This is an optimization exercise on Yosys and OpenROAD, whose aim is small area, a short achievable clock period and few clock cycles per item, not a production implementation. RTL that was checked went through simulation tests only; none was proved equivalent to the original. The RTL of run 3 was laid out without a check of its function. Power and IR drop assume default switching activity.

==> config.mk <==
export PLATFORM = sky130hd
export DESIGN_NAME = dns_proxy_query_classifier_table
export DESIGN_NICKNAME = dns_proxy_query_classifier_table
export VERILOG_FILES = /design/flow/design.v
export SDC_FILE = /design/flow/constraint.sdc
export NUM_CORES = 4
export LEC_CHECK = 0
export CAP_MARGIN = 20
export CORE_MARGIN = 2
export CORE_UTILIZATION = 40
export PLACE_DENSITY = 0.6
export SLEW_MARGIN = 20
==> constraint.sdc <==
create_clock -name core_clock -period 6.0 [get_ports {i_clk}]
set_input_delay 1.2000 -clock core_clock [delete_from_list [all_inputs] [get_ports {i_clk}]]
set_output_delay 1.2000 -clock core_clock [all_outputs]
set_load 0.01 [all_outputs]
==> design.v <==
package dpqc_pkg;
    localparam int DPQC_TABLE_DEPTH = 32;
    typedef enum logic [2:0] {
        ACT_FORMERR = 3'd0,
        ACT_NOTIMP  = 3'd1,
        ACT_REFUSED = 3'd2,
        ACT_FORWARD = 3'd3,
        ACT_DELIVER = 3'd4,
        ACT_DROP    = 3'd5
    } t_action;
    localparam logic [2:0] RC_NONE    = 3'd0;
    localparam logic [2:0] RC_FORMERR = 3'd1;
    localparam logic [2:0] RC_NOTIMP  = 3'd4;
    localparam logic [2:0] RC_REFUSED = 3'd5;
    localparam logic REQ_QUERY  = 1'b0;
    localparam logic REQ_ANSWER = 1'b1;
    typedef struct packed {
        logic        req_type;
        logic [15:0] txn_id;
        logic        flag_qr;
        logic        flag_z;
        logic        flag_cd;
        logic [15:0] question_count;
        logic [15:0] answer_count;
        logic [15:0] query_type;
        logic [15:0] query_class;
        logic        name_blocked;
        logic [15:0] client_port;
        logic [31:0] client_addr;
    } t_req;
    typedef struct packed {
        t_action     action;
        logic [2:0]  rcode;
        logic [15:0] dest_port;
        logic [31:0] dest_addr;
    } t_rsp;
    typedef struct packed {
        logic [15:0] id;
        logic [15:0] port;
        logic [31:0] addr;
    } t_slot;
    typedef struct packed {
        t_rsp rsp;
        logic forward;
    } t_cls;
endpackage
module dpqc_classify (
    input  dpqc_pkg::t_req i_req,
    output logic [2:0]     o_act
);
    logic w_formerr;
    logic w_notimp;
    assign w_formerr = i_req.flag_qr || i_req.flag_z || i_req.flag_cd
                    || (i_req.question_count == 16'd0)
                    || (i_req.answer_count != 16'd0)
                    || (i_req.query_type == 16'd0)
                    || (i_req.query_class == 16'd0);
    assign w_notimp  = (i_req.query_type != 16'd1) || (i_req.query_class != 16'd1);
    always_comb begin
        if (i_req.req_type == dpqc_pkg::REQ_ANSWER) begin
            o_act = dpqc_pkg::ACT_DELIVER;
        end else if (w_formerr) begin
            o_act = dpqc_pkg::ACT_FORMERR;
        end else if (w_notimp) begin
            o_act = dpqc_pkg::ACT_NOTIMP;
        end else if (i_req.name_blocked) begin
            o_act = dpqc_pkg::ACT_REFUSED;
        end else begin
            o_act = dpqc_pkg::ACT_FORWARD;
        end
    end
endmodule
module dpqc_slot_mem #(
    parameter int TABLE_DEPTH = dpqc_pkg::DPQC_TABLE_DEPTH,
    parameter int IDX_W       = $clog2(TABLE_DEPTH)
) (
    input  logic                   i_clk,
    input  logic                   i_wr_en,
    input  logic [IDX_W-1:0]       i_wr_addr,
    input  dpqc_pkg::t_slot        i_wr_data,
    input  logic                   i_full,
    input  logic [15:0]            i_q_id,
    output logic [TABLE_DEPTH-1:0] o_sel,
    output logic                   o_hit,
    input  logic [TABLE_DEPTH-1:0] i_rd_sel,
    output logic [47:0]            o_rd_pa
);
    logic [15:0] r_id   [TABLE_DEPTH];
    logic [47:0] r_pa   [TABLE_DEPTH];
    logic [TABLE_DEPTH-1:0] w_written;
    logic [TABLE_DEPTH-1:0] w_match;
    logic        w_qz;
    for (genvar i = 0; i < TABLE_DEPTH; i++) begin : g_slot
        always_ff @(posedge i_clk) begin
            if (i_wr_en && (i_wr_addr == IDX_W'(i))) begin
                r_id[i] <= i_wr_data.id;
                r_pa[i] <= {i_wr_data.port, i_wr_data.addr};
            end
        end
        assign w_written[i] = i_full || (i_wr_addr > IDX_W'(i));
        assign w_match[i]   = w_written[i] ? (r_id[i] == i_q_id) : w_qz;
    end
    assign w_qz = (i_q_id == 16'd0);
    always_comb begin
        logic w_found;
        w_found = 1'b0;
        for (int i = 0; i < TABLE_DEPTH; i++) begin
            o_sel[i] = w_match[i] && !w_found && w_written[i];
            w_found  = w_found || w_match[i];
        end
        o_hit = w_found;
    end
    always_comb begin
        o_rd_pa = '0;
        for (int i = 0; i < TABLE_DEPTH; i++) begin
            o_rd_pa = o_rd_pa | (r_pa[i] & {48{i_rd_sel[i]}});
        end
    end
endmodule
module dns_proxy_query_classifier_table #(
    parameter int TABLE_DEPTH = dpqc_pkg::DPQC_TABLE_DEPTH
) (
    input  logic        i_clk,
    input  logic        i_rst_n,
    input  logic        i_req_valid,
    output logic        o_req_ready,
    input  logic        i_req_type,
    input  logic [15:0] i_req_txn_id,
    input  logic        i_req_flag_qr,
    input  logic        i_req_flag_z,
    input  logic        i_req_flag_cd,
    input  logic [15:0] i_req_question_count,
    input  logic [15:0] i_req_answer_count,
    input  logic [15:0] i_req_query_type,
    input  logic [15:0] i_req_query_class,
    input  logic        i_req_name_blocked,
    input  logic [15:0] i_req_client_port,
    input  logic [31:0] i_req_client_addr,
    output logic        o_rsp_valid,
    input  logic        i_rsp_ready,
    output logic [2:0]  o_rsp_action,
    output logic [2:0]  o_rsp_rcode,
    output logic [15:0] o_rsp_dest_port,
    output logic [31:0] o_rsp_dest_addr
);
    dpqc_pkg::t_req w_req;
    assign w_req.req_type       = i_req_type;
    assign w_req.txn_id         = i_req_txn_id;
    assign w_req.flag_qr        = i_req_flag_qr;
    assign w_req.flag_z         = i_req_flag_z;
    assign w_req.flag_cd        = i_req_flag_cd;
    assign w_req.question_count = i_req_question_count;
    assign w_req.answer_count   = i_req_answer_count;
    assign w_req.query_type     = i_req_query_type;
    assign w_req.query_class    = i_req_query_class;
    assign w_req.name_blocked   = i_req_name_blocked;
    assign w_req.client_port    = i_req_client_port;
    assign w_req.client_addr    = i_req_client_addr;
    localparam int IDX_W = $clog2(TABLE_DEPTH);
    logic               r1_v, r2_v, r_out_v, r_skid_v;
    logic [IDX_W-1:0]   r_wr_slot;
    logic               r_full;
    logic [2:0]             r1_act;
    logic [15:0]            r1_id;
    logic [47:0]            r1_pa;
    logic [2:0]             r2_act;
    logic [TABLE_DEPTH-1:0] r2_sel;
    logic [47:0]            r2_pa;
    logic [2:0]             r_skid_act;
    logic [47:0]            r_skid_pa;
    logic [2:0]             r_out_act;
    logic [2:0]             r_out_rcode;
    logic [47:0]            r_out_pa;
    logic [2:0]             w_act;
    logic                   w_adv;
    logic                   w_out_free;
    logic                   w_wr_en;
    dpqc_pkg::t_slot        w_wr_data;
    logic [TABLE_DEPTH-1:0] w_sel;
    logic                   w_hit;
    logic [47:0]            w_rd_pa;
    logic [2:0]             w_res_act;
    logic [47:0]            w_res_pa;
    logic [2:0]             w_nxt_act;
    logic [47:0]            w_nxt_pa;
    logic [2:0]             w_nxt_rcode;
    dpqc_classify u_classify (
        .i_req (w_req),
        .o_act (w_act)
    );
    assign w_adv       = !r_skid_v;
    assign o_req_ready = w_adv;
    assign w_out_free  = !r_out_v || i_rsp_ready;
    assign w_wr_en        = r1_v && (r1_act == dpqc_pkg::ACT_FORWARD) && w_adv;
    assign w_wr_data.id   = r1_id;
    assign w_wr_data.port = r1_pa[47:32];
    assign w_wr_data.addr = r1_pa[31:0];
    dpqc_slot_mem #(
        .TABLE_DEPTH (TABLE_DEPTH),
        .IDX_W       (IDX_W)
    ) u_slot_mem (
        .i_clk     (i_clk),
        .i_wr_en   (w_wr_en),
        .i_wr_addr (r_wr_slot),
        .i_wr_data (w_wr_data),
        .i_full    (r_full),
        .i_q_id    (r1_id),
        .o_sel     (w_sel),
        .o_hit     (w_hit),
        .i_rd_sel  (r2_sel),
        .o_rd_pa   (w_rd_pa)
    );
    assign w_res_act = r2_act;
    assign w_res_pa  = r2_pa | w_rd_pa;
    assign w_nxt_act = r_skid_v ? r_skid_act : w_res_act;
    assign w_nxt_pa  = r_skid_v ? r_skid_pa  : w_res_pa;
    always_comb begin
        case (w_nxt_act)
            dpqc_pkg::ACT_FORMERR: w_nxt_rcode = dpqc_pkg::RC_FORMERR;
            dpqc_pkg::ACT_NOTIMP:  w_nxt_rcode = dpqc_pkg::RC_NOTIMP;
            dpqc_pkg::ACT_REFUSED: w_nxt_rcode = dpqc_pkg::RC_REFUSED;
            default:               w_nxt_rcode = dpqc_pkg::RC_NONE;
        endcase
    end
    always_ff @(posedge i_clk) begin
        if (!i_rst_n) begin
            r1_v      <= 1'b0;
            r2_v      <= 1'b0;
            r_out_v   <= 1'b0;
            r_skid_v  <= 1'b0;
            r_wr_slot <= '0;
            r_full    <= 1'b0;
        end else begin
            if (w_adv) begin
                r1_v <= i_req_valid;
                r2_v <= r1_v;
            end
            if (w_wr_en) begin
                r_wr_slot <= r_wr_slot + IDX_W'(1);
                if (r_wr_slot == IDX_W'(TABLE_DEPTH - 1)) begin
                    r_full <= 1'b1;
                end
            end
            if (w_out_free) begin
                r_out_v <= r_skid_v || r2_v;
            end
            r_skid_v <= r_skid_v ? !w_out_free : (r2_v && !w_out_free);
        end
    end
    always_ff @(posedge i_clk) begin
        if (w_adv) begin
            r1_act <= w_act;
            r1_id  <= w_req.txn_id;
            r1_pa  <= {w_req.client_port, w_req.client_addr};
            if (r1_act[2]) begin
                r2_act <= w_hit ? dpqc_pkg::ACT_DELIVER : dpqc_pkg::ACT_DROP;
                r2_sel <= w_sel;
                r2_pa  <= '0;
            end else begin
                r2_act <= r1_act;
                r2_sel <= '0;
                r2_pa  <= (r1_act == dpqc_pkg::ACT_FORWARD) ? 48'd0 : r1_pa;
            end
            r_skid_act <= w_res_act;
            r_skid_pa  <= w_res_pa;
        end
        if (w_out_free) begin
            r_out_act   <= w_nxt_act;
            r_out_rcode <= w_nxt_rcode;
            r_out_pa    <= w_nxt_pa;
        end
    end
    assign o_rsp_valid     = r_out_v;
    assign o_rsp_action    = r_out_act;
    assign o_rsp_rcode     = r_out_rcode;
    assign o_rsp_dest_port = r_out_pa[47:32];
    assign o_rsp_dest_addr = r_out_pa[31:0];
endmodule
==> run.sh <==
#!/bin/bash
# synth_recipe.tcl (not shown) runs the flow's synth.tcl, then flattens the netlist and writes it again
# the make line also repeats each setting of config.mk as NAME=value (left out here)
make -C /OpenROAD-flow-scripts/flow DESIGN_CONFIG=/design/flow/config.mk WORK_HOME=/design/flow/orfs CLKGATE_MAP_FILE= SYNTH_SCRIPT=/design/flow/synth_recipe.tcl finish
==> qor.csv, run 1 <==
metric;value;unit
critPathCaptureType;register;
synth.distinct_cells;62;
yosys.area.top_type_share;0.7869;
worstMarginPinSlew;1262;ps
ctsHtreeMaxLevel;4;
slowest_stage;nor2_4;
port_buffers;191;
start_util;0.4014;
cts.path.max_buffers;3;
synth_area;0.08590;mm^2
period_share;0.6495;
crit_chain;nor2_1 -> nand4_1 -> buf_6 -> nor2_1 -> nand2_1 -> nor2_4 -> buf_4;
final.setup.worst_slack;2103;ps
cts_setup_buffers;0;
power_frac_seq;0.556;
p_sw_frac;0.2053;
cts_sinks;2312;
hpwl;130.7;mm
p_comb_frac;0.023;
syn_area_per_cell;18.47;um^2
post-route-min-period;3897;ps
overflow;0;
fmax;0.2566;GHz
fill_cells;18160;
grt_pass1_vias;46780;
crit_arrival;4380;ps
synth_seq_cells;2312;
finClkSkew;67.05;ps
crit_fanout;26;
cp_top_family;simple AND/OR/NAND/NOR gates;
finalSetupViolations;0;
antenna_found_initial;5;
cp_num_buf_inv;2;
cts_resized;0;
rows;170;
drive_gt1_frac;0.1023;
ir_worst_vdd;298.2;uV
power.density;327.1;mW/mm^2
grt_max_degree;66;
routed_wl;263.4;mm
wl_per_cell;32.99;um
drtIter0Drc;8069;
drv_slew;0;
ys.flop_type;edfxtp_1;
grt_use_met3;0.03950;
cts_buffers;217;
vias_per_cell;6.103;
grt.total_usage;0.2361;
power.share.clock;0.420;
nNetsFinal;5102;
syn_nets;4793;
core;0.2140;mm^2
die_y;467.4;um
synth_edf_count;2251;
num_io_pins;193;
finalHoldViolCount;0;
place_ws;1919;ps
worst_ep_required_time;6480;ps
synth_area_leader_cell;edfxtp_1;
synth_async_sr_flop_share;0;
min_path_type;reg2reg;
ant_nets;0;
synthCells;4650;
crit_top_cell;nor2_1;
holdBufCountCts;0;
synth_warnings;5;
slew_headroom;0.1589;
power_leakage;30.96;nW
critPathLaunchType;register;
grt_pass1_wl;364.1;mm
maxCapViolCount;0;
synth_area_leaders;edfxtp_1 (79%), xor2_1 (2.9%), a22oi_1 (2.5%);
status;no timing/DRC/antenna violations;
p_total;0.03238;W
area_growth;15.23;%
rsz0062_at_grt;no;
worstSetupPathType;reg2reg;
dieArea;0.2185;mm^2
busiest_layer;met2;
clk_pin_slew_worst_paths;60;ps
via_count;48730;
cts_tree;done;
dr.pass1.iters;6;
drc;0;
cts-root-buf;clkbuf_16;
seq_area_frac_synth;0.8011;
internal-power;0.02573;W
gp_congestion;0.8334;
grt_util_met2;0.3756;
worst_path_largest_cell_delay;800;ps
clk_latency;860;ps
fp.dieW;467.4;um
use_met1;0.3377;
netSwitchingPower;0.006649;W
-- power by group through the flow --
stage / logic, W / registers, W / clock network [W]
6_report: 0.000761 / 0.0180 / 0.0136
5_1_grt: 0.000813 / 0.0180 / 0.0143
4_1_cts: 0.000751 / 0.0180 / 0.0137
3_5_place_dp: 0.000747 / 0.0184 / 0
3_3_place_gp: 0.000742 / 0.0184 / 0
2_1_floorplan: 0.000362 / 0.0183 / 0
-- registers in the layout, summed over array words and instances (netlist names) --
| register | count |
|---|---|
| r1_act | 3 |
| r1_id | 16 |
| r1_pa | 48 |
| r1_v | 1 |
| r2_act | 3 |
| r2_pa | 48 |
| r2_sel | 32 |
| r2_v | 1 |
| r_full | 1 |
| r_out_act | 3 |
| r_out_pa | 48 |
| r_out_rcode | 2 |
| r_out_v | 1 |
| r_skid_act | 3 |
| r_skid_pa | 48 |
| r_skid_v | 1 |
| r_wr_slot | 5 |
| u_slot_mem.r_id | 512 |
| u_slot_mem.r_pa | 1536 |
-- metrics by stage --
step	instances	util	TNS, ps	cell area (um^2)	hold WS [ps]
finish	7985	0.4626	0	98990	477.9
global route	7983	0.4626	0	98980	487.2
CTS	7976	0.4621	0	98890	478.4
detailed placement	7572	0.4293	0	91870	468.1
global placement	7572	0.4293	0	91870	464.3
floorplan	4650	-	-717140	85930	454.8
-- layer usage --
layer,share of wire,routed length [um],vias to the layer above
met5,0,0,-
met4,0.027,7213,0
met3,0.10,27390,422
met2,0.47,122800,3062
met1,0.40,106000,25560
li1,-,-,19680
-- layout by cell type, fill, tap and decap left out, types with 7 or more instances in the layout --
cell type and count:
edfxtp_1 2251, a22oi_1 289, xor2_1 280, xnor2_1 235, clkbuf_16 220, a22o_1 193
a221oi_1 192, clkdlybuf4s50_1 191, nand4_1 168, buf_4 120, nor4_1 102, nor3_1 81
nand2_1 66, nand3_1 62, dfxtp_1 60, clkbuf_1 59, and2_1 55, a211oi_1 49
a222oi_1 48, a2bb2oi_1 48, clkinv_1 40, nor2_1 37, buf_12 36, clkinv_2 34
a21oi_1 15, bufinv_16 15, clkbuf_8 14, o21ai_0 12, inv_1 11, nor3_2 10
nor2_4 9, nor4_4 7, and3_1 7, o31ai_1 7
-- final cells by class --
type / instances / area [um^2] / area share
tap: 2838 / 3551 / 0.03587
clock buffer: 293 / 5919 / 0.05980
clock inverter: 111 / 1101 / 0.01112
antenna: 3 / 7.507 / 0.00007584
multi-input combinational: 2063 / 15920 / 0.1608
inverter: 12 / 52.55 / 0.0005309
sequential: 2312 / 68820 / 0.6952
timing repair buffer: 353 / 3616 / 0.03653
-- path summary, 6_finish.rpt --
check,startpoint,endpoint,slack (ps),cells past startpoint
min,r_skid_pa[34],r_skid_pa[34],480,1
max reg2reg,r_skid_v,u_slot_mem.r_pa[27][14],2100,7
min reg2reg,r_skid_pa[34],r_skid_pa[34],480,1
max,r_skid_v,u_slot_mem.r_pa[27][14],2100,7
-- worst register-to-register path, cell delays in order, from the launching register on --
cell     delay (ps)
dfxtp_4         550
nor2_1          220
nand4_1         530
buf_6           370
nor2_1          130
nand2_1         320
nor2_4          800
buf_4           620
-- synthesized netlist by cell type (4+ instances only) --
master,count
a211oi_1,49
nand2_1,66
and2_1,57
xnor2_1,235
nor2_1,46
a22oi_1,289
buf_4,27
a2bb2oi_1,48
a21boi_0,5
buf_1,33
nor4_1,112
o21a_1,4
a222oi_1,48
o21ai_0,12
mux2i_1,4
and3_1,7
or4_1,4
nor4b_2,5
ha_1,6
clkbuf_1,155
a221oi_1,192
nand4_1,168
a21oi_1,16
buf_2,12
o31ai_1,7
dfxtp_1,61
nand3_1,62
edfxtp_1,2251
nor3_1,91
or3_1,5
a22o_1,193
xor2_1,280
buf_6,36
inv_1,12
and4_1,5
-- cell families (layout without fill, tap and decap cells) --
| kind of cell | Yosys count | in the layout | synth area share |
|---|---|---|---|
| simple gates | 648 | 648 | 0.04345 |
| xor+xnor | 515 | 515 | 0.05251 |
| fa+ha+maj | 6 | 6 | 0.0008739 |
| compound gates | 884 | 884 | 0.08429 |
| other cells | 1 | 4 | 0.00004365 |
| mux | 9 | 9 | 0.001209 |
| flops | 2312 | 2312 | 0.8011 |
| buf+inv | 275 | 769 | 0.01652 |
Testbench counts, summed over its fixed seeds: cycles 12,024, items 12,000.
==> inputs of run 2 (changes only) <==
--- a/design.v
+++ b/design.v
@@ -80,40 +80,44 @@
     input  dpqc_pkg::t_slot        i_wr_data,
     input  logic                   i_full,
     input  logic [15:0]            i_q_id,
-    output logic [TABLE_DEPTH-1:0] o_sel,
-    output logic                   o_hit,
-    input  logic [TABLE_DEPTH-1:0] i_rd_sel,
+    output logic [TABLE_DEPTH-1:0] o_match,
+    output logic                   o_unw_hit,
+    input  logic [TABLE_DEPTH-1:0] i_rd_match,
     output logic [47:0]            o_rd_pa
 );
     logic [15:0] r_id   [TABLE_DEPTH];
     logic [47:0] r_pa   [TABLE_DEPTH];
     logic [TABLE_DEPTH-1:0] w_written;
-    logic [TABLE_DEPTH-1:0] w_match;
-    logic        w_qz;
+    logic [TABLE_DEPTH-1:0] w_wr_slot;
+    logic [TABLE_DEPTH-1:0] w_sel;
+    logic        w_wr_hit;
+    assign w_wr_hit = (i_wr_data.id == i_q_id);
     for (genvar i = 0; i < TABLE_DEPTH; i++) begin : g_slot
+        assign w_wr_slot[i] = i_wr_en && (i_wr_addr == IDX_W'(i));
         always_ff @(posedge i_clk) begin
-            if (i_wr_en && (i_wr_addr == IDX_W'(i))) begin
+            if (w_wr_slot[i]) begin
                 r_id[i] <= i_wr_data.id;
                 r_pa[i] <= {i_wr_data.port, i_wr_data.addr};
             end
         end
         assign w_written[i] = i_full || (i_wr_addr > IDX_W'(i));
-        assign w_match[i]   = w_written[i] ? (r_id[i] == i_q_id) : w_qz;
-    end
-    assign w_qz = (i_q_id == 16'd0);
+        assign o_match[i]   = w_wr_slot[i] ? w_wr_hit
+                                           : (w_written[i] && (r_id[i] == i_q_id));
+    end
+    assign o_unw_hit = !i_full && !(i_wr_en && (i_wr_addr == IDX_W'(TABLE_DEPTH - 1)))
+                    && (i_q_id == 16'd0);
     always_comb begin
         logic w_found;
         w_found = 1'b0;
         for (int i = 0; i < TABLE_DEPTH; i++) begin
-            o_sel[i] = w_match[i] && !w_found && w_written[i];
-            w_found  = w_found || w_match[i];
-        end
-        o_hit = w_found;
+            w_sel[i] = i_rd_match[i] && !w_found;
+            w_found  = w_found || i_rd_match[i];
+        end
     end
     always_comb begin
         o_rd_pa = '0;
         for (int i = 0; i < TABLE_DEPTH; i++) begin
-            o_rd_pa = o_rd_pa | (r_pa[i] & {48{i_rd_sel[i]}});
+            o_rd_pa = o_rd_pa | (r_pa[i] & {48{w_sel[i]}});
         end
     end
 endmodule
@@ -157,14 +161,14 @@
     assign w_req.client_port    = i_req_client_port;
     assign w_req.client_addr    = i_req_client_addr;
     localparam int IDX_W = $clog2(TABLE_DEPTH);
-    logic               r1_v, r2_v, r_out_v, r_skid_v;
+    logic               r2_v, r2_wr, r_out_v, r_skid_v;
     logic [IDX_W-1:0]   r_wr_slot;
     logic               r_full;
-    logic [2:0]             r1_act;
-    logic [15:0]            r1_id;
-    logic [47:0]            r1_pa;
     logic [2:0]             r2_act;
-    logic [TABLE_DEPTH-1:0] r2_sel;
+    logic                   r2_own;
+    logic [TABLE_DEPTH-1:0] r2_match;
+    logic                   r2_unw_hit;
+    logic [15:0]            r2_id;
     logic [47:0]            r2_pa;
     logic [2:0]             r_skid_act;
     logic [47:0]            r_skid_pa;
@@ -173,10 +177,11 @@
     logic [47:0]            r_out_pa;
     logic [2:0]             w_act;
     logic                   w_adv;
+    logic                   w_accept;
     logic                   w_out_free;
-    logic                   w_wr_en;
     dpqc_pkg::t_slot        w_wr_data;
-    logic [TABLE_DEPTH-1:0] w_sel;
+    logic [TABLE_DEPTH-1:0] w_match;
+    logic                   w_unw_hit;
     logic                   w_hit;
     logic [47:0]            w_rd_pa;
     logic [2:0]             w_res_act;
@@ -190,28 +195,30 @@
     );
     assign w_adv       = !r_skid_v;
     assign o_req_ready = w_adv;
+    assign w_accept    = i_req_valid && w_adv;
     assign w_out_free  = !r_out_v || i_rsp_ready;
-    assign w_wr_en        = r1_v && (r1_act == dpqc_pkg::ACT_FORWARD) && w_adv;
-    assign w_wr_data.id   = r1_id;
-    assign w_wr_data.port = r1_pa[47:32];
-    assign w_wr_data.addr = r1_pa[31:0];
+    assign w_wr_data.id   = r2_id;
+    assign w_wr_data.port = r2_pa[47:32];
+    assign w_wr_data.addr = r2_pa[31:0];
     dpqc_slot_mem #(
         .TABLE_DEPTH (TABLE_DEPTH),
         .IDX_W       (IDX_W)
     ) u_slot_mem (
-        .i_clk     (i_clk),
-        .i_wr_en   (w_wr_en),
-        .i_wr_addr (r_wr_slot),
-        .i_wr_data (w_wr_data),
-        .i_full    (r_full),
-        .i_q_id    (r1_id),
-        .o_sel     (w_sel),
-        .o_hit     (w_hit),
-        .i_rd_sel  (r2_sel),
-        .o_rd_pa   (w_rd_pa)
+        .i_clk      (i_clk),
+        .i_wr_en    (r2_wr),
+        .i_wr_addr  (r_wr_slot),
+        .i_wr_data  (w_wr_data),
+        .i_full     (r_full),
+        .i_q_id     (w_req.txn_id),
+        .o_match    (w_match),
+        .o_unw_hit  (w_unw_hit),
+        .i_rd_match (r2_match),
+        .o_rd_pa    (w_rd_pa)
     );
-    assign w_res_act = r2_act;
-    assign w_res_pa  = r2_pa | w_rd_pa;
+    assign w_hit     = r2_unw_hit || (|r2_match);
+    assign w_res_act = r2_act[2] ? (w_hit ? dpqc_pkg::ACT_DELIVER : dpqc_pkg::ACT_DROP)
+                                 : r2_act;
+    assign w_res_pa  = (r2_pa & {48{r2_own}}) | w_rd_pa;
     assign w_nxt_act = r_skid_v ? r_skid_act : w_res_act;
     assign w_nxt_pa  = r_skid_v ? r_skid_pa  : w_res_pa;
     always_comb begin
@@ -224,18 +231,18 @@
     end
     always_ff @(posedge i_clk) begin
         if (!i_rst_n) begin
-            r1_v      <= 1'b0;
             r2_v      <= 1'b0;
+            r2_wr     <= 1'b0;
             r_out_v   <= 1'b0;
             r_skid_v  <= 1'b0;
             r_wr_slot <= '0;
             r_full    <= 1'b0;
         end else begin
             if (w_adv) begin
-                r1_v <= i_req_valid;
-                r2_v <= r1_v;
-            end
-            if (w_wr_en) begin
+                r2_v <= i_req_valid;
+            end
+            r2_wr <= w_accept && (w_act == dpqc_pkg::ACT_FORWARD);
+            if (r2_wr) begin
                 r_wr_slot <= r_wr_slot + IDX_W'(1);
                 if (r_wr_slot == IDX_W'(TABLE_DEPTH - 1)) begin
                     r_full <= 1'b1;
@@ -249,18 +256,12 @@
     end
     always_ff @(posedge i_clk) begin
         if (w_adv) begin
-            r1_act <= w_act;
-            r1_id  <= w_req.txn_id;
-            r1_pa  <= {w_req.client_port, w_req.client_addr};
-            if (r1_act[2]) begin
-                r2_act <= w_hit ? dpqc_pkg::ACT_DELIVER : dpqc_pkg::ACT_DROP;
-                r2_sel <= w_sel;
-                r2_pa  <= '0;
-            end else begin
-                r2_act <= r1_act;
-                r2_sel <= '0;
-                r2_pa  <= (r1_act == dpqc_pkg::ACT_FORWARD) ? 48'd0 : r1_pa;
-            end
+            r2_act     <= w_act;
+            r2_own     <= !w_act[2] && (w_act != dpqc_pkg::ACT_FORWARD);
+            r2_match   <= w_act[2] ? w_match : '0;
+            r2_unw_hit <= w_unw_hit;
+            r2_id      <= w_req.txn_id;
+            r2_pa      <= {w_req.client_port, w_req.client_addr};
             r_skid_act <= w_res_act;
             r_skid_pa  <= w_res_pa;
         end
--- a/config.mk
+++ b/config.mk
@@ -5,8 +5,10 @@
 export SDC_FILE = /design/flow/constraint.sdc
 export NUM_CORES = 4
 export LEC_CHECK = 0
+export ABC_CLOCK_PERIOD_IN_PS = 2600
 export CAP_MARGIN = 20
 export CORE_MARGIN = 2
 export CORE_UTILIZATION = 40
 export PLACE_DENSITY = 0.6
+export SETUP_SLACK_MARGIN = 3.4
 export SLEW_MARGIN = 20
==> run 2 against run 1 <==
  * Setup slack gained 990 ps
  * Largest power group unchanged
  * Sequential power decreased by 2%
  * Global-route usage grew 2.0 points
  * Die area is 1.9% higher
  * Combinational power increased by 120%
==> qor.csv, run 2 <==
metric;value;unit;change
status;no timing/DRC/antenna violations;;unchanged
synth_edf_count;2202;;was 2251
fin_area;0.1065;mm^2;was 0.09899 mm^2
power_leakage;33.72;nW;was 30.96 nW
worstMarginPinSlew;1102;ps;was 1262 ps
cts_tree;done;;unchanged
rows;171;;was 170
synthAdderAreaFrac;0.0008576;;was 0.0008739
yosys-top-cells-count;edfxtp_1 (2202), clkbuf_1 (288), xor2_1 (288);;was edfxtp_1 (2251), a22oi_1 (289), xor2_1 (280)
area_growth;21.65;%;was 15.23%
synth_warnings;5;;unchanged
drtIter0Drc;8082;;was 8069
finClkSkew;67.37;ps;was 67.05 ps
worst_path_largest_cell_delay;590;ps;was 800 ps
reg.largest.list;u_slot_mem.r_pa x1536, u_slot_mem.r_id x512;;unchanged
vias_per_cell;6.115;;was 6.103
wl_per_cell;33.20;um;was 32.99 um
synthCells;5302;;was 4650
syn_area_per_cell;16.51;um^2;was 18.47 um^2
drive_gt1_frac;0.1898;;was 0.1023
crit_arrival;1710;ps;was 4380 ps
synth-simple-area-share;0.06419;;was 0.04345
cts-root-buf;clkbuf_16;;unchanged
cts_buffers;223;;was 217
synth_xor_area_frac;0.05313;;was 0.05251
num_io_pins;193;;unchanged
synth_area_leader_cell;edfxtp_1;;unchanged
slowest_stage;edfxtp_1;;was nor2_4
drc;0;;unchanged
slew_headroom;0.2653;;was 0.1589
clk_pin_slew_worst_paths;60;ps;about the same
worst_ep_required_time;4800;ps;was 6480 ps
finalSetupViolations;0;;unchanged
overflow;0;;unchanged
period_share;0.4842;;was 0.6495
seq_area_frac_synth;0.7694;;was 0.8011
synth_async_sr_flop_share;0;;unchanged
finalHoldViolCount;0;;unchanged
gp_congestion;0.8166;;was 0.8334
synth_seq_cells;2263;;was 2312
rsz0062_at_grt;yes;;was no
ctsHtreeMaxLevel;4;;unchanged
yosys.area.top_type_share;0.7554;;was 0.7869
ir_worst_vdd;336.0;uV;was 298.2 uV
start_util;0.4027;;was 0.4014
p_sw_frac;0.2175;;was 0.2053
final_common_cell;edfxtp_1;;unchanged
drv_slew;0;;unchanged
p_total;0.03331;W;was 0.03238 W
grt.total_usage;0.2561;;was 0.2361
grt_max_degree;62;;was 66
grt_pass1_vias;52450;;was 46780
min_path_type;reg2reg;;unchanged
hpwl;148.9;mm;was 130.7 mm
ys.flop_type;edfxtp_1;;unchanged
regMostFlops;u_slot_mem.r_pa;;unchanged
fmax;0.3442;GHz;was 0.2566 GHz
r2r_slack;3120;ps;was 2100 ps
worstSetupPathType;reg2out;;was reg2reg
cp_num_buf_inv;1;;was 2
cp_top_family;flip-flops;;was simple AND/OR/NAND/NOR gates
yosysMostFrequentCell;edfxtp_1;;unchanged
internal-power;0.02607;W;was 0.02573 W
power.share.clock;0.422;;was 0.420
power_frac_seq;0.529;;was 0.556
die_y;471.8;um;was 467.4 um
syn_nets;5445;;was 4793
fill_cells;17960;;was 18160
final_cell_mix;edfxtp_1 (2202), xor2_1 (288), buf_4 (248);;was edfxtp_1 (2251), a22oi_1 (289), xor2_1 (280)
critPathCaptureType;primary output;;was register
synth_top_family_by_area;compound AO/OA/AOI/OAI gates;;unchanged
critPathLaunchType;register;;unchanged
synthMuxAreaShare;0.001387;;was 0.001209
core;0.2174;mm^2;was 0.2140 mm^2
maxCapViolCount;0;;unchanged
p_comb_frac;0.049;;was 0.023
post-route-min-period;2905;ps;was 3897 ps
cts.path.max_buffers;3;;unchanged
dieArea;0.2226;mm^2;was 0.2185 mm^2
grt_pass1_wl;404.5;mm;was 364.1 mm
holdWs;452.3;ps;was 477.9 ps
via_count;54290;;was 48730
netSwitchingPower;0.007246;W;was 0.006649 W
setup_tns;0;ps;unchanged
synth_compound_area_frac;0.09347;;was 0.08429
antenna_found_initial;13;;was 5
clk_latency;900;ps;was 860 ps
routed_wl;294.8;mm;was 263.4 mm
place_area;0.09373;mm^2;was 0.09187 mm^2
nNetsFinal;5970;;was 5102
crit_fanout;1;;was 26
synth_area;0.08753;mm^2;was 0.08590 mm^2
cts_sinks;2263;;was 2312
fp.dieW;471.8;um;was 467.4 um
synth_area_leaders;edfxtp_1 (76%), xor2_1 (2.9%), xnor2_1 (2.4%);;was edfxtp_1 (79%), xor2_1 (2.9%), a22oi_1 (2.5%)
crit_chain;buf_2;;was nor2_1 -> nand4_1 -> buf_6 -> nor2_1 -> nand2_1 -> nor2_4 -> buf_4
largest_register_ffs;1536;;unchanged
power.density;312.8;mW/mm^2;was 327.1 mW/mm^2
synth.distinct_cells;78;;was 62
ant_nets;0;;unchanged
port_buffers;191;;unchanged
dr.pass1.iters;6;;unchanged
run 2: cell count changes in the layout (fill, tap and decap cells not counted), moves of 72 or more:
cell / before / now
nand4_1: 168 / 88
buf_4: 120 / 248
nand2_1: 66 / 232
a21oi_1: 15 / 166
a22oi_1: 289 / 194
a221oi_1: 192 / 101
buf_6: 2 / 77
clkdlybuf4s50_1: 191 / 119
o21ai_0: 12 / 153
a22o_1: 193 / 61
a221o_1: 0 / 95
nand3b_1: 0 / 83
run 2: what timing repair did:
action                     4_1_cts  5_1_grt
gates resized for setup        658      145
buffers inserted               161       29
gates cloned                    47        5
hold buffers                     0        0
pin swaps                      106       72
setup endpoints to repair     2075      450
run 2: worst paths after layout:
path | startpoint | to | depth (start not counted)
max | r_out_pa[46] | o_rsp_dest_port[14] | 1
min | r_skid_pa[28] | r_skid_pa[28] | 2
max reg2reg | r2_match[25] | r_out_pa[46] | 13
min reg2reg | r_skid_pa[28] | r_skid_pa[28] | 2
run 2: kinds of logic after synthesis:
group	after synthesis
flip-flops	2263
buffers and inverters	385
other	1
multiplexers	12
AND/OR/NAND/NOR	1001
AO/OA/AOI/OAI	1103
XOR/XNOR	531
adder cells (fa/ha/maj)	6
run 2: layer usage:
metal	share of wire	vias to the layer above	track usage
met3	0.11	654	0.06037
met1	0.38	28030	0.3401
li1	-	22200	-
met4	0.048	10	0.1044
met2	0.46	3399	0.4060
met5	0.00043	-	0
run 2: power groups by stage:
stage,Clock (W),Combinational [W],Sequential [W]
final,0.0141,0.00164,0.0176
after global routing,0.0148,0.00170,0.0176
after CTS,0.0142,0.00153,0.0176
after global placement,0,0.00128,0.0180
after floorplan,0,0.000522,0.0180
after detailed placement,0,0.00130,0.0180
run 2: through the flow:
stage / std cells / setup WS (ps) / utilization
6_report: 8879 / 3095 / 0.4899
5_1_grt: 8876 / 3101 / 0.4898
4_1_cts: 8835 / 3065 / 0.4841
3_5_place_dp: 8207 / 1851 / 0.4312
3_3_place_gp: 8206 / 1076 / 0.4311
2_1_floorplan: 5302 / 2643 / -
run 2: cell type report:
| type | count | area [um^2] | area share |
|---|---|---|---|
| Timing Repair inverter | 1 | 8.758 | 0.00008225 |
| Sequential cell | 2263 | 67370 | 0.6327 |
| Timing Repair Buffer | 615 | 6780 | 0.06367 |
| Inverter | 46 | 219.0 | 0.002056 |
| Tap cell | 2854 | 3571 | 0.03353 |
| Clock buffer | 314 | 6276 | 0.05894 |
| Antenna cell | 3 | 7.507 | 0.00007050 |
| Multi-Input combinational cell | 2677 | 21150 | 0.1986 |
| Clock inverter | 106 | 1109 | 0.01041 |
Testbench counts of run 2, summed over its fixed seeds: cycles 12,016, items 12,000.
==> inputs of run 3 (changes only) <==
--- a/design.v
+++ b/design.v
@@ -172,6 +172,9 @@
     logic [47:0]            r2_pa;
     logic [2:0]             r_skid_act;
     logic [47:0]            r_skid_pa;
+    logic [2:0]             r_head_act;
+    logic [47:0]            r_head_pa;
+    logic [2:0]             r_head_rcode;
     logic [2:0]             r_out_act;
     logic [2:0]             r_out_rcode;
     logic [47:0]            r_out_pa;
@@ -221,14 +224,16 @@
     assign w_res_pa  = (r2_pa & {48{r2_own}}) | w_rd_pa;
     assign w_nxt_act = r_skid_v ? r_skid_act : w_res_act;
     assign w_nxt_pa  = r_skid_v ? r_skid_pa  : w_res_pa;
-    always_comb begin
-        case (w_nxt_act)
-            dpqc_pkg::ACT_FORMERR: w_nxt_rcode = dpqc_pkg::RC_FORMERR;
-            dpqc_pkg::ACT_NOTIMP:  w_nxt_rcode = dpqc_pkg::RC_NOTIMP;
-            dpqc_pkg::ACT_REFUSED: w_nxt_rcode = dpqc_pkg::RC_REFUSED;
-            default:               w_nxt_rcode = dpqc_pkg::RC_NONE;
+    function automatic logic [2:0] f_rcode(input logic [2:0] act);
+        case (act)
+            dpqc_pkg::ACT_FORMERR: f_rcode = dpqc_pkg::RC_FORMERR;
+            dpqc_pkg::ACT_NOTIMP:  f_rcode = dpqc_pkg::RC_NOTIMP;
+            dpqc_pkg::ACT_REFUSED: f_rcode = dpqc_pkg::RC_REFUSED;
+            default:               f_rcode = dpqc_pkg::RC_NONE;
         endcase
-    end
+    endfunction
+    assign w_nxt_rcode  = f_rcode(w_nxt_act);
+    assign r_head_rcode = f_rcode(r_head_act);
     always_ff @(posedge i_clk) begin
         if (!i_rst_n) begin
             r2_v      <= 1'b0;
@@ -265,11 +270,15 @@
             r_skid_act <= w_res_act;
             r_skid_pa  <= w_res_pa;
         end
-        if (w_out_free) begin
-            r_out_act   <= w_nxt_act;
-            r_out_rcode <= w_nxt_rcode;
-            r_out_pa    <= w_nxt_pa;
-        end
+        if (w_out_free && (r_skid_v || r2_v)) begin
+            r_head_act <= w_nxt_act;
+            r_head_pa  <= w_nxt_pa;
+        end
+    end
+    always_ff @(posedge i_clk) begin
+        r_out_act   <= w_out_free ? w_nxt_act   : r_head_act;
+        r_out_rcode <= w_out_free ? w_nxt_rcode : r_head_rcode;
+        r_out_pa    <= w_out_free ? w_nxt_pa    : r_head_pa;
     end
     assign o_rsp_valid     = r_out_v;
     assign o_rsp_action    = r_out_act;
==> run 3 against run 2 <==
  * Final cell count grew 1.1%
  * Synthesized cell count shrank 0.11%
  * Clock power is essentially flat
  * Critical path type is now reg2reg
  * Critical endpoint is now r_out_pa[14]
  * Largest power group unchanged
==> qor.csv, run 3 <==
metric;value;unit;change
yosys-top-cells-count;edfxtp_1 (2200), xor2_1 (325), nand2_1 (320);;was edfxtp_1 (2202), clkbuf_1 (288), xor2_1 (288)
largest_register_ffs;1536;;unchanged
crit_chain;or3_4 -> or4_4 -> buf_6 -> or3_4 -> buf_12 -> o221ai_4 -> a2111oi_4 -> a31oi_2 -> mux2_4;;was buf_2
ctsHtreeMaxLevel;4;;unchanged
via_count;55450;;was 54290
cts_sinks;2314;;was 2263
num_io_pins;193;;unchanged
synth_area_leader_cell;edfxtp_1;;unchanged
worstMarginPinSlew;1196;ps;was 1102 ps
area_growth;23.75;%;was 21.65%
setup_tns;0;ps;unchanged
gp_congestion;0.8467;;was 0.8166
synth_area_leaders;edfxtp_1 (75%), xor2_1 (3.2%), dfxtp_1 (2.6%);;was edfxtp_1 (76%), xor2_1 (2.9%), xnor2_1 (2.4%)
vias_per_cell;6.174;;was 6.115
cts_buffers;222;;was 223
grt_pass1_vias;52740;;was 52450
status;no timing/DRC/antenna violations;;unchanged
die_y;473.7;um;was 471.8 um
reg.largest.list;u_slot_mem.r_pa x1536, u_slot_mem.r_id x512;;unchanged
synth_async_sr_flop_share;0;;unchanged
power.density;309.7;mW/mm^2;was 312.8 mW/mm^2
core;0.2195;mm^2;was 0.2174 mm^2
power.share.clock;0.409;;was 0.422
internal-power;0.02630;W;was 0.02607 W
dieArea;0.2244;mm^2;was 0.2226 mm^2
synth_warnings;5;;unchanged
clk_pin_slew_worst_paths;70;ps;was 60 ps
dp_cells;8246;;was 8207
p_sw_frac;0.2224;;was 0.2175
yosys.area.top_type_share;0.7485;;was 0.7554
netSwitchingPower;0.007525;W;was 0.007246 W
ir_worst_vdd;305.6;uV;was 336.0 uV
final_cell_mix;edfxtp_1 (2200), xor2_1 (325), nand2_1 (303);;was edfxtp_1 (2202), xor2_1 (288), buf_4 (248)
drtIter0Drc;8942;;was 8082
finalHoldViolCount;0;;unchanged
fmax;0.3293;GHz;was 0.3442 GHz
routed_wl;308.6;mm;was 294.8 mm
p_total;0.03383;W;was 0.03331 W
ys.flop_type;edfxtp_1;;unchanged
drc;0;;unchanged
ant_nets;0;;unchanged
start_util;0.4021;;was 0.4027
final_common_cell;edfxtp_1;;unchanged
fp.dieW;473.7;um;was 471.8 um
grt_max_degree;67;;was 62
cts.path.max_buffers;3;;unchanged
crit_fanout;8;;was 1
worst_path_largest_cell_delay;500;ps;was 590 ps
overflow;0;;unchanged
period_share;0.5061;;was 0.4842
antenna_found_initial;26;;was 13
slew_headroom;0.2008;;was 0.2653
seq_area_frac_synth;0.7744;;was 0.7694
crit_arrival;3830;ps;was 1710 ps
critPathLaunchType;register;;unchanged
worstSetupPathType;reg2reg;;was reg2out
min_path_type;reg2reg;;unchanged
hpwl;150.0;mm;was 148.9 mm
finalSetupViolations;0;;unchanged
rows;172;;was 171
critPathCaptureType;register;;was primary output
synth_seq_cells;2314;;was 2263
finClkSkew;86.40;ps;was 67.37 ps
maxCapViolCount;0;;unchanged
p_comb_frac;0.060;;was 0.049
port_buffers;191;;unchanged
dr.pass1.iters;8;;was 6
synth.distinct_cells;70;;was 78
rsz0062_at_grt;yes;;unchanged
slowest_stage;edfxtp_1;;unchanged
cts_tree;done;;unchanged
grt.total_usage;0.2666;;was 0.2561
drv_slew;0;;unchanged
syn_area_per_cell;16.66;um^2;was 16.51 um^2
crit_top_cell;or3_4;;
fin_cells;8981;;was 8879
drive_gt1_frac;0.2244;;was 0.1898
wl_per_cell;34.36;um;was 33.20 um
holdWs;464.0;ps;was 452.3 ps
grt_pass1_wl;418.5;mm;was 404.5 mm
clk_latency;890;ps;was 900 ps
syn_nets;5439;;was 5445
nNetsFinal;6047;;was 5970
synth_area;0.08826;mm^2;was 0.08753 mm^2
postLayoutCoreUtil;0.4975;;was 0.4899
cts-root-buf;clkbuf_16;;unchanged
synth_edf_count;2200;;was 2202
power_frac_seq;0.531;;was 0.529
power_leakage;35.04;nW;was 33.72 nW
regMostFlops;u_slot_mem.r_pa;;unchanged
synthCells;5296;;was 5302
post-route-min-period;3036;ps;was 2905 ps
yosysMostFrequentCell;edfxtp_1;;unchanged
worst_ep_required_time;6800;ps;was 4800 ps
run 3: kinds of logic after synthesis:
kind of cell / share of synthesized area
AO/OA/AOI/OAI: 0.09165
XOR/XNOR: 0.05280
adder cells (fa/ha/maj): 0.0008506
buffers and inverters: 0.01728
flip-flops: 0.7744
multiplexers: 0.006465
other: 0.00004249
AND/OR/NAND/NOR: 0.05651
run 3: path summary, 6_finish.rpt:
check / end / slack (ps) / startpoint / depth (start not counted)
max: r_out_pa[14] / 2960 / r2_match[7] / 9
min reg2reg: r_skid_pa[15] / 460 / r_skid_pa[15] / 2
min: r_skid_pa[15] / 460 / r_skid_pa[15] / 2
max reg2reg: r_out_pa[14] / 2960 / r2_match[7] / 9
run 3: power by group through the flow:
stage                     combinational (W)  sequential (W)  clock, W
after floorplan                    0.000608          0.0184         0
after global placement              0.00145          0.0183         0
after detailed placement            0.00148          0.0183         0
after CTS                           0.00190          0.0180    0.0139
after global routing                0.00208          0.0180    0.0146
final                               0.00203          0.0180    0.0138
run 3: metrics by stage:
stage,setup slack [ps],cell area (um^2)
3_5_place_dp,1605,94780
5_1_grt,2950,109200
3_3_place_gp,1633,94780
4_1_cts,3059,107900
2_1_floorplan,2578,89120
6_report,2964,109200
run 3: layer usage:
layer / global-route usage / vias to the layer above / share of wire
li1: - / 22350 / -
met1: 0.3616 / 28550 / 0.38
met2: 0.4079 / 3752 / 0.45
met3: 0.06293 / 775 / 0.12
met4: 0.1203 / 20 / 0.051
met5: 0 / - / 0.00043
run 3: timing repair:
action / CTS / global route
gates resized for setup: 907 / 168
pin swaps: 165 / 113
gates cloned: 68 / 5
hold buffers: 0 / 0
endpoints found under the setup margin: 1861 / 495
setup buffers: 194 / 37
run 3: final cells by class:
| cell class | instances | area, um^2 |
|---|---|---|
| clock inverter | 102 | 944.7 |
| timing repair inverter | 1 | 8.758 |
| clock buffer | 319 | 6266 |
| multi-input combinational | 2624 | 21630 |
| fill | 17790 | 110300 |
| timing repair buffer | 688 | 8063 |
| antenna | 9 | 22.52 |
| tap | 2871 | 3592 |
| inverter | 53 | 215.2 |
| sequential | 2314 | 68470 |
run 3: worst max-delay path, delay by kind of cell, from the launching register on:
| kind | cells | cell delay, ps |
|---|---|---|
| AND/OR/NAND/NOR | 3 | 1390 |
| flip-flops | 1 | 500 |
| AO/OA/AOI/OAI | 3 | 500 |
| buffers and inverters | 2 | 360 |
| multiplexers | 1 | 200 |
==> inputs of run 4 (changes only) <==
--- a/design.v
+++ b/design.v
@@ -82,7 +82,9 @@
     input  logic [15:0]            i_q_id,
     output logic [TABLE_DEPTH-1:0] o_match,
     output logic                   o_unw_hit,
+    output logic [TABLE_DEPTH/4-1:0] o_grp,
     input  logic [TABLE_DEPTH-1:0] i_rd_match,
+    input  logic [TABLE_DEPTH/4-1:0] i_rd_grp,
     output logic [47:0]            o_rd_pa
 );
     logic [15:0] r_id   [TABLE_DEPTH];
@@ -106,12 +108,20 @@
     end
     assign o_unw_hit = !i_full && !(i_wr_en && (i_wr_addr == IDX_W'(TABLE_DEPTH - 1)))
                     && (i_q_id == 16'd0);
+    for (genvar k = 0; k < TABLE_DEPTH / 4; k++) begin : g_grp
+        assign o_grp[k] = |o_match[4*k +: 4];
+    end
     always_comb begin
+        logic w_grp_found;
         logic w_found;
-        w_found = 1'b0;
-        for (int i = 0; i < TABLE_DEPTH; i++) begin
-            w_sel[i] = i_rd_match[i] && !w_found;
-            w_found  = w_found || i_rd_match[i];
+        w_grp_found = 1'b0;
+        for (int k = 0; k < TABLE_DEPTH / 4; k++) begin
+            w_found = 1'b0;
+            for (int j = 0; j < 4; j++) begin
+                w_sel[4*k+j] = i_rd_match[4*k+j] && !w_found && !w_grp_found;
+                w_found      = w_found || i_rd_match[4*k+j];
+            end
+            w_grp_found = w_grp_found || i_rd_grp[k];
         end
     end
     always_comb begin
@@ -167,6 +177,13 @@
     logic [2:0]             r2_act;
     logic                   r2_own;
     logic [TABLE_DEPTH-1:0] r2_match;
+    logic [TABLE_DEPTH-1:0] r2_match_hold;
+    logic [TABLE_DEPTH-1:0] w_nxt_match;
+    logic [TABLE_DEPTH/4-1:0] r2_grp;
+    logic [TABLE_DEPTH/4-1:0] r2_grp_hold;
+    logic [TABLE_DEPTH/4-1:0] w_grp;
+    logic [TABLE_DEPTH/4-1:0] w_nxt_grp;
+    logic                   r_ready;
     logic                   r2_unw_hit;
     logic [15:0]            r2_id;
     logic [47:0]            r2_pa;
@@ -197,7 +214,7 @@
         .o_act (w_act)
     );
     assign w_adv       = !r_skid_v;
-    assign o_req_ready = w_adv;
+    assign o_req_ready = r_ready;
     assign w_accept    = i_req_valid && w_adv;
     assign w_out_free  = !r_out_v || i_rsp_ready;
     assign w_wr_data.id   = r2_id;
@@ -215,10 +232,14 @@
         .i_q_id     (w_req.txn_id),
         .o_match    (w_match),
         .o_unw_hit  (w_unw_hit),
+        .o_grp      (w_grp),
         .i_rd_match (r2_match),
+        .i_rd_grp   (r2_grp),
         .o_rd_pa    (w_rd_pa)
     );
-    assign w_hit     = r2_unw_hit || (|r2_match);
+    assign w_nxt_match = w_act[2] ? w_match : '0;
+    assign w_nxt_grp   = w_act[2] ? w_grp   : '0;
+    assign w_hit     = r2_unw_hit || (|r2_grp);
     assign w_res_act = r2_act[2] ? (w_hit ? dpqc_pkg::ACT_DELIVER : dpqc_pkg::ACT_DROP)
                                  : r2_act;
     assign w_res_pa  = (r2_pa & {48{r2_own}}) | w_rd_pa;
@@ -240,6 +261,7 @@
             r2_wr     <= 1'b0;
             r_out_v   <= 1'b0;
             r_skid_v  <= 1'b0;
+            r_ready   <= 1'b1;
             r_wr_slot <= '0;
             r_full    <= 1'b0;
         end else begin
@@ -257,13 +279,17 @@
                 r_out_v <= r_skid_v || r2_v;
             end
             r_skid_v <= r_skid_v ? !w_out_free : (r2_v && !w_out_free);
+            r_ready  <= r_skid_v ? w_out_free : !(r2_v && !w_out_free);
         end
     end
     always_ff @(posedge i_clk) begin
         if (w_adv) begin
             r2_act     <= w_act;
             r2_own     <= !w_act[2] && (w_act != dpqc_pkg::ACT_FORWARD);
-            r2_match   <= w_act[2] ? w_match : '0;
+            if (i_req_valid) begin
+                r2_match_hold <= w_nxt_match;
+                r2_grp_hold   <= w_nxt_grp;
+            end
             r2_unw_hit <= w_unw_hit;
             r2_id      <= w_req.txn_id;
             r2_pa      <= {w_req.client_port, w_req.client_addr};
@@ -276,6 +302,8 @@
         end
     end
     always_ff @(posedge i_clk) begin
+        r2_match    <= w_adv ? w_nxt_match : r2_match_hold;
+        r2_grp      <= w_adv ? w_nxt_grp   : r2_grp_hold;
         r_out_act   <= w_out_free ? w_nxt_act   : r_head_act;
         r_out_rcode <= w_out_free ? w_nxt_rcode : r_head_rcode;
         r_out_pa    <= w_out_free ? w_nxt_pa    : r_head_pa;
--- a/config.mk
+++ b/config.mk
@@ -5,10 +5,10 @@
 export SDC_FILE = /design/flow/constraint.sdc
 export NUM_CORES = 4
 export LEC_CHECK = 0
-export ABC_CLOCK_PERIOD_IN_PS = 2600
 export CAP_MARGIN = 20
 export CORE_MARGIN = 2
 export CORE_UTILIZATION = 40
 export PLACE_DENSITY = 0.6
 export SETUP_SLACK_MARGIN = 3.4
 export SLEW_MARGIN = 20
+export TNS_END_PERCENT = 5
==> run 4 against run 3 <==
  * Still clean
  * Via count down 3.5%
  * Die area up 0.40%
  * Sequential power about the same
  * Power up 2.2%
  * Final cell count down 2.1%
  * Highest routed layer unchanged
==> qor.csv, run 4 <==
metric;value;unit;change
multiInputGateArea;0.01961;mm^2;was 0.02163 mm^2
regArea;0.06951;mm^2;was 0.06847 mm^2
vias_per_cell;6.086;;was 6.174
drive_gt1_frac;0.1984;;was 0.2244
clk_pin_slew_worst_paths;60;ps;was 70 ps
overflow;0;;unchanged
synth_area_leaders;edfxtp_1 (75%), dfxtp_1 (3.5%), xnor2_1 (3.2%);;was edfxtp_1 (75%), xor2_1 (3.2%), dfxtp_1 (2.6%)
period_share;0.4875;;was 0.5061
drc;0;;unchanged
cts_tree;done;;unchanged
critPathLaunchType;input pin;;was register
clk_latency;930;ps;was 890 ps
nNetsFinal;5762;;was 6047
finClkSkew;100.4;ps;was 86.40 ps
core;0.2199;mm^2;was 0.2195 mm^2
synth_warnings;5;;unchanged
holdWs;461.2;ps;was 464.0 ps
synth_edf_count;2208;;was 2200
grt_max_degree;67;;unchanged
routed_wl;303.5;mm;was 308.6 mm
ctsHtreeMaxLevel;4;;unchanged
post-route-min-period;2925;ps;was 3036 ps
yosysMostFrequentCell;edfxtp_1;;unchanged
rsz0062_at_grt;yes;;unchanged
p_total;0.03458;W;was 0.03383 W
synth_seq_cells;2363;;was 2314
drtIter0Drc;8315;;was 8942
cts_sinks;2363;;was 2314
min_path_type;reg2reg;;unchanged
dieArea;0.2253;mm^2;was 0.2244 mm^2
antenna_found_initial;15;;was 26
cts.path.max_buffers;3;;unchanged
drv_slew;0;;unchanged
gp_congestion;0.8462;;was 0.8467
ir_worst_vdd;356.2;uV;was 305.6 uV
synth.distinct_cells;83;;was 70
syn_area_per_cell;17.43;um^2;was 16.66 um^2
power.density;323.7;mW/mm^2;was 309.7 mW/mm^2
synth_area;0.08861;mm^2;was 0.08826 mm^2
rows;172;;unchanged
power_leakage;34.37;nW;was 35.04 nW
worstSetupPathType;in2reg;;was reg2reg
cts-root-buf;clkbuf_16;;unchanged
yosys.area.top_type_share;0.7483;;was 0.7485
crit_fanout;17;;was 8
cts_buffers;233;;was 222
start_util;0.4029;;was 0.4021
area_growth;20.55;%;was 23.75%
maxCapViolCount;0;;unchanged
dr.pass1.iters;6;;was 8
fp.dieW;474.7;um;was 473.7 um
critPathCaptureType;register;;unchanged
worstMarginPinSlew;1290;ps;was 1196 ps
regMostFlops;u_slot_mem.r_pa;;unchanged
via_count;53510;;was 55450
postLayoutCoreUtil;0.4857;;was 0.4975
final_cell_mix;edfxtp_1 (2208), a22oi_1 (342), xnor2_1 (320);;was edfxtp_1 (2200), xor2_1 (325), nand2_1 (303)
fmax;0.3419;GHz;was 0.3293 GHz
holdBufCountCts;0;;unchanged
fin_cells;8792;;was 8981
status;no timing/DRC/antenna violations;;unchanged
ant_nets;0;;unchanged
grt_pass1_wl;413.2;mm;was 418.5 mm
ys.flop_type;edfxtp_1;;unchanged
synthCells;5085;;was 5296
yosys-top-cells-count;edfxtp_1 (2208), a22oi_1 (348), xnor2_1 (326);;was edfxtp_1 (2200), xor2_1 (325), nand2_1 (320)
syn_nets;5228;;was 5439
setup_tns;0;ps;unchanged
reg.largest.list;u_slot_mem.r_pa x1536, u_slot_mem.r_id x512;;unchanged
port_buffers;191;;unchanged
synth_area_leader_cell;edfxtp_1;;unchanged
grt.total_usage;0.2636;;was 0.2666
final_common_cell;edfxtp_1;;unchanged
slew_headroom;0.1319;;was 0.2008
wl_per_cell;34.53;um;was 34.36 um
largest_register_ffs;1536;;unchanged
crit_arrival;3730;ps;was 3830 ps
worst_ep_required_time;6810;ps;was 6800 ps
dp_cells;8168;;was 8246
seq_area_frac_synth;0.7833;;was 0.7744
synth_async_sr_flop_share;0;;unchanged
fill_cells;18350;;was 17790
finalSetupViolations;0;;unchanged
hpwl;169.7;mm;was 150.0 mm
grt_pass1_vias;51160;;was 52740
finalHoldViolCount;0;;unchanged
die_y;474.7;um;was 473.7 um
num_io_pins;193;;unchanged
[run 4: cell types whose count changed after synthesis, sizes merged, moves of 86 or more]
cell | previous run | this run
buf | 58 | 144
clkbuf | 277 | 155
xnor2 | 207 | 326
nand2 | 320 | 170
xor2 | 325 | 205
a22oi | 248 | 348
[run 4: timing repair]
| action | CTS | global route |
|---|---|---|
| pin swaps | 79 | 36 |
| buffers inserted | 113 | 42 |
| gates resized for setup | 398 | 117 |
| endpoints found under the setup margin | 1971 | 1003 |
| gates cloned | 10 | 3 |
[run 4: power by group]
group / internal, W / leakage, nW / switching, W / total [W]
Clock: 0.00859 / 3.86 / 0.00645 / 0.0150
Sequential: 0.0182 / 21.3 / 0.000120 / 0.0183
Combinational: 0.000465 / 9.16 / 0.000809 / 0.00127
[run 4: final cells by class]
type / instances / area share
Sequential cell: 2363 / 0.6508
Multi-Input combinational cell: 2412 / 0.1836
Clock buffer: 326 / 0.06118
Timing Repair Buffer: 589 / 0.05566
Tap cell: 2958 / 0.03465
Clock inverter: 118 / 0.01319
Inverter: 20 / 0.0008199
Antenna cell: 6 / 0.0001406
[run 4: metrics by stage]
step | area (um^2) | setup WS, ps
floorplan | 89550 | 2973
global placement | 95280 | 1772
detailed placement | 95370 | 1729
CTS | 105700 | 3160
global route | 106800 | 3022
finish | 106800 | 3075
[run 4: final timing paths]
check	start	to	slack (ps)	depth (start not counted)
max	i_req_txn_id[4]	r2_grp[4]	3070	9
min reg2reg	r_head_pa[34]	r_out_pa[34]	460	1
min	r_head_pa[34]	r_out_pa[34]	460	1
max reg2reg	r2_grp[0]	r_out_pa[36]	3100	8
[run 4: kinds of logic after synthesis]
kind of cell	after synthesis	share of synthesized area
AOI/OAI and AO/OA	963	0.08756
buffers and inverters	319	0.01566
adders and majority gates	6	0.0008472
xor gates and xnor gates	531	0.05249
other	1	0.00004232
and+or+nand+nor	819	0.04959
muxes	83	0.01052
DFF	2363	0.7833
[run 4: worst max-delay path: stages]
cell and delay (ps):
buf_4 370, buf_4 240, xnor2_1 130, nand4_1 110
nor4_1 990, a32o_1 320, nor2_1 60, nand4_1 110
mux2_2 160
[run 4: per-layer routing]
layer,GRT usage,part of all wire,vias to the layer above
li1,-,-,21590
met1,0.3650,0.39,27700
met2,0.4112,0.46,3623
met3,0.06042,0.12,592
met4,0.08670,0.037,14
met5,0,0.00035,-
Testbench counts of run 4, summed over its fixed seeds: cycles 12,016, items 12,000.
==> inputs of run 5 (changes only) <==
--- a/config.mk
+++ b/config.mk
@@ -8,6 +8,8 @@
 export CAP_MARGIN = 20
 export CORE_MARGIN = 2
 export CORE_UTILIZATION = 40
+export CTS_CLUSTER_DIAMETER = 80
+export CTS_CLUSTER_SIZE = 30
 export PLACE_DENSITY = 0.6
 export SETUP_SLACK_MARGIN = 3.4
 export SLEW_MARGIN = 20
==> run 5 against run 4 <==
  * Clock skew down 34 ps
  * First-iteration DRC count grew 8.5%
  * Largest power group unchanged
  * Still clean
  * Area after synthesis unchanged
  * Combinational power about the same
  * Synthesized cell count did not move
  * Register-to-register slack got worse by 110 ps
  * Die area is the same
  * Design area fell by 3.1%
  * Sequential share of layout area increased by 2.1 points
  * Critical path depth grew 2
  * Wire length is essentially flat
  * Largest cell class unchanged
==> qor.csv, run 5 <==
metric;value;unit;change
status;no timing/DRC/antenna violations;;unchanged
synth_area;0.08861;mm^2;unchanged
clk_pin_slew_worst_paths;100;ps;was 60 ps
grt_use_met3;0.05805;;was 0.06042
holdWs;464.8;ps;was 461.2 ps
power_leakage;32.69;nW;was 34.37 nW
post-route-min-period;3011;ps;was 2925 ps
yosysMostFrequentCell;edfxtp_1;;unchanged
worst_ep_required_time;6710;ps;was 6810 ps
synthCells;5085;;unchanged
finalSetupViolations;0;;unchanged
worst_path_largest_cell_delay;390;ps;was 990 ps
holdBufCountCts;0;;unchanged
rsz0062_at_grt;yes;;unchanged
slew_headroom;0.2014;;was 0.1319
grt_max_degree;67;;unchanged
critPathCaptureType;register;;unchanged
synth_warnings;5;;unchanged
start_util;0.4029;;unchanged
largest_register_ffs;1536;;unchanged
reg.largest.list;u_slot_mem.r_pa x1536, u_slot_mem.r_id x512;;unchanged
cp_top_family;simple AND/OR/NAND/NOR gates;;unchanged
synthMuxAreaShare;0.01052;;unchanged
power.density;279.7;mW/mm^2;was 323.7 mW/mm^2
fin_area;0.1035;mm^2;was 0.1068 mm^2
drv_slew;0;;unchanged
synth-simple-area-share;0.04959;;unchanged
crit_fanout;15;;was 17
regMostFlops;u_slot_mem.r_pa;;unchanged
r2r_slack;2990;ps;was 3100 ps
synth_top_family_by_area;compound AO/OA/AOI/OAI gates;;unchanged
nNetsFinal;5702;;was 5762
place_area;0.09537;mm^2;unchanged
setup_tns;0;ps;unchanged
cts-root-buf;clkbuf_16;;unchanged
crit_arrival;3720;ps;was 3730 ps
use_met1;0.3647;;was 0.3650
grt.total_usage;0.2619;;was 0.2636
syn_area_per_cell;17.43;um^2;unchanged
ys.flop_type;edfxtp_1;;unchanged
final.setup.worst_slack;2989;ps;was 3075 ps
synthAdderAreaFrac;0.0008472;;unchanged
port_buffers;191;;unchanged
place_ws;1729;ps;unchanged
cts_buffers;108;;was 233
synth_xor_area_frac;0.05249;;unchanged
wl_per_cell;35.21;um;was 34.53 um
clk_latency;860;ps;was 930 ps
hpwl;169.7;mm;unchanged
drc;0;;unchanged
slowest_stage;dfxtp_4;;was nor4_1
busiest_layer;met2;;unchanged
critPathLaunchType;register;;was input pin
yosys.area.top_type_share;0.7483;;unchanged
die_y;474.7;um;unchanged
synth_seq_cells;2363;;unchanged
synth_area_leaders;edfxtp_1 (75%), dfxtp_1 (3.5%), xnor2_1 (3.2%);;unchanged
num_io_pins;193;;unchanged
crit_chain;buf_4 -> nor4_4 -> buf_4 -> buf_6 -> and2_4 -> buf_6 -> a22oi_1 -> and4_1 -> and4_1 -> nand2_1 -> and2_1;;was buf_4 -> buf_4 -> xnor2_1 -> nand4_1 -> nor4_1 -> a32o_1 -> nor2_1 -> nand4_1 -> mux2_2
grt_pass1_wl;410.6;mm;was 413.2 mm
worstMarginPinSlew;1187;ps;was 1290 ps
final_cell_mix;edfxtp_1 (2208), a22oi_1 (339), xnor2_1 (320);;was edfxtp_1 (2208), a22oi_1 (342), xnor2_1 (320)
synth_edf_count;2208;;unchanged
min_path_type;reg2reg;;unchanged
routed_wl;303.3;mm;was 303.5 mm
period_share;0.5018;;was 0.4875
cp_num_buf_inv;4;;was 2
drtIter0Drc;9025;;was 8315
worstSetupPathType;reg2reg;;was in2reg
grt_util_met2;0.4045;;was 0.4112
via_count;53220;;was 53510
p_total;0.02896;W;was 0.03458 W
synth_area_leader_cell;edfxtp_1;;unchanged
core;0.2199;mm^2;unchanged
finalHoldViolCount;0;;unchanged
vias_per_cell;6.177;;was 6.086
area_growth;16.85;%;was 20.55%
fmax;0.3322;GHz;was 0.3419 GHz
finClkSkew;66.86;ps;was 100.4 ps
whs_path_depth;2;;was 1
drive_gt1_frac;0.1867;;was 0.1984
dieArea;0.2253;mm^2;unchanged
synth_async_sr_flop_share;0;;unchanged
cts_tree;done;;unchanged
synth.distinct_cells;83;;unchanged
ctsHtreeMaxLevel;3;;was 4
worstRegToRegCells;11;;was 8
yosys-top-cells-count;edfxtp_1 (2208), a22oi_1 (348), xnor2_1 (326);;unchanged
fp.dieW;474.7;um;unchanged
synth_compound_area_frac;0.08756;;unchanged
ant_nets;0;;unchanged
gp_congestion;0.8462;;unchanged
antenna_found_initial;14;;was 15
seq_area_frac_synth;0.7833;;unchanged
ir_worst_vdd;306.8;uV;was 356.2 uV
crit_cells;11;;was 9
final_common_cell;edfxtp_1;;unchanged
rows;172;;unchanged
overflow;0;;unchanged
grt_pass1_vias;50030;;was 51160
cts.path.max_buffers;3;;unchanged
cts_sinks;2363;;unchanged
dr.pass1.iters;6;;unchanged
syn_nets;5228;;unchanged
maxCapViolCount;0;;unchanged
[run 5: timing repair]
action,CTS,global route
endpoints found under the setup margin,1978,1086
resized for setup,380,160
setup buffers,150,65
pin swaps,81,42
cloned,14,4
[run 5: final timing paths]
| path | startpoint | to |
|---|---|---|
| max reg2reg | r2_grp[0] | r_head_pa[13] |
| max | r2_grp[0] | r_head_pa[13] |
| min | r_head_pa[0] | r_out_pa[0] |
| min reg2reg | r_head_pa[0] | r_out_pa[0] |
[run 5: metrics by stage]
| stage | util | cells |
|---|---|---|
| final | 0.4708 | 8615 |
| after global routing | 0.4707 | 8609 |
| after CTS | 0.4644 | 8534 |
| after detailed placement | 0.4336 | 8168 |
| after global placement | 0.4332 | 8164 |
| after floorplan | - | 5085 |
[run 5: layout make-up]
| class | instances | area (um^2) |
|---|---|---|
| antenna | 6 | 15.01 |
| clock buffer | 134 | 2884 |
| clock inverter | 68 | 898.4 |
| fill | 18570 | 116400 |
| inverter | 20 | 85.08 |
| multi-input combinational | 2410 | 19560 |
| sequential | 2363 | 69540 |
| tap | 2958 | 3701 |
| timing repair buffer | 656 | 6860 |
[run 5: logic make-up after synthesis]
group / count (synthesis)
other cells: 1
simple gates: 819
flops: 2363
xor+xnor: 531
buf+inv: 319
mux: 83
fa+ha+maj: 6
compound gates: 963
[run 5: worst reg2reg max path, stage by stage (launching register included)]
cell and delay, ps:
dfxtp_4 390, buf_4 150, nor4_4 370, buf_4 190
buf_6 160, and2_4 280, buf_6 290, a22oi_1 160
and4_1 200, and4_1 190, nand2_1 320, and2_1 200
[run 5: layer usage]
| layer | vias up | wire, um | part of all wire |
|---|---|---|---|
| met5 | - | 52 | 0.00017 |
| met1 | 27630 | 118100 | 0.39 |
| li1 | 21360 | - | - |
| met4 | 8 | 12370 | 0.041 |
| met3 | 563 | 35450 | 0.12 |
| met2 | 3662 | 137300 | 0.45 |
[run 5: power by group]
part           switching (W)  leakage (nW)  total, W  internal (W)
sequential          0.000119          21.3    0.0182        0.0181
clock                0.00561          1.82   0.00943       0.00382
combinational       0.000814          9.53   0.00130      0.000482

-- what the ideal ports hide --
How much do the figures lean on ideal ports? The routed layouts below were timed once more, with nothing changed but the port constraints.
Step 1, drivers: a clkbuf_16 drives i_clk and a buf_2 each remaining input, both assumed.
Step 2 moves the port delays by t, midway between the first and last clock arrival at a register: inputs arrive t later, outputs are due t later. That takes back most of the time a late clock gives input paths.
Three values: ideal ports, drivers, drivers and shift; two values: the first two.
run | t, ns | setup slack, ns | worst data-port slew with drivers (ns)
run 1 | 0.916 | 2.103 / 2.103 / 2.103 | 0.07
run 2 | 0.955 | 3.095 / 3.002 / 2.547 | 0.16
run 3 | 0.948 | 2.964 / 2.964 / 2.307 | 0.12
run 4 | 0.970 | 3.075 / 3.082 / 2.172 | 0.15
run 5 | 0.925 | 2.989 / 2.989 / 2.337 | 0.11
After both steps setup and hold are still met in every run listed. The setup slack of run 4, which loses most, moves by +0.007 ns with the drivers and by -0.903 ns with both steps.
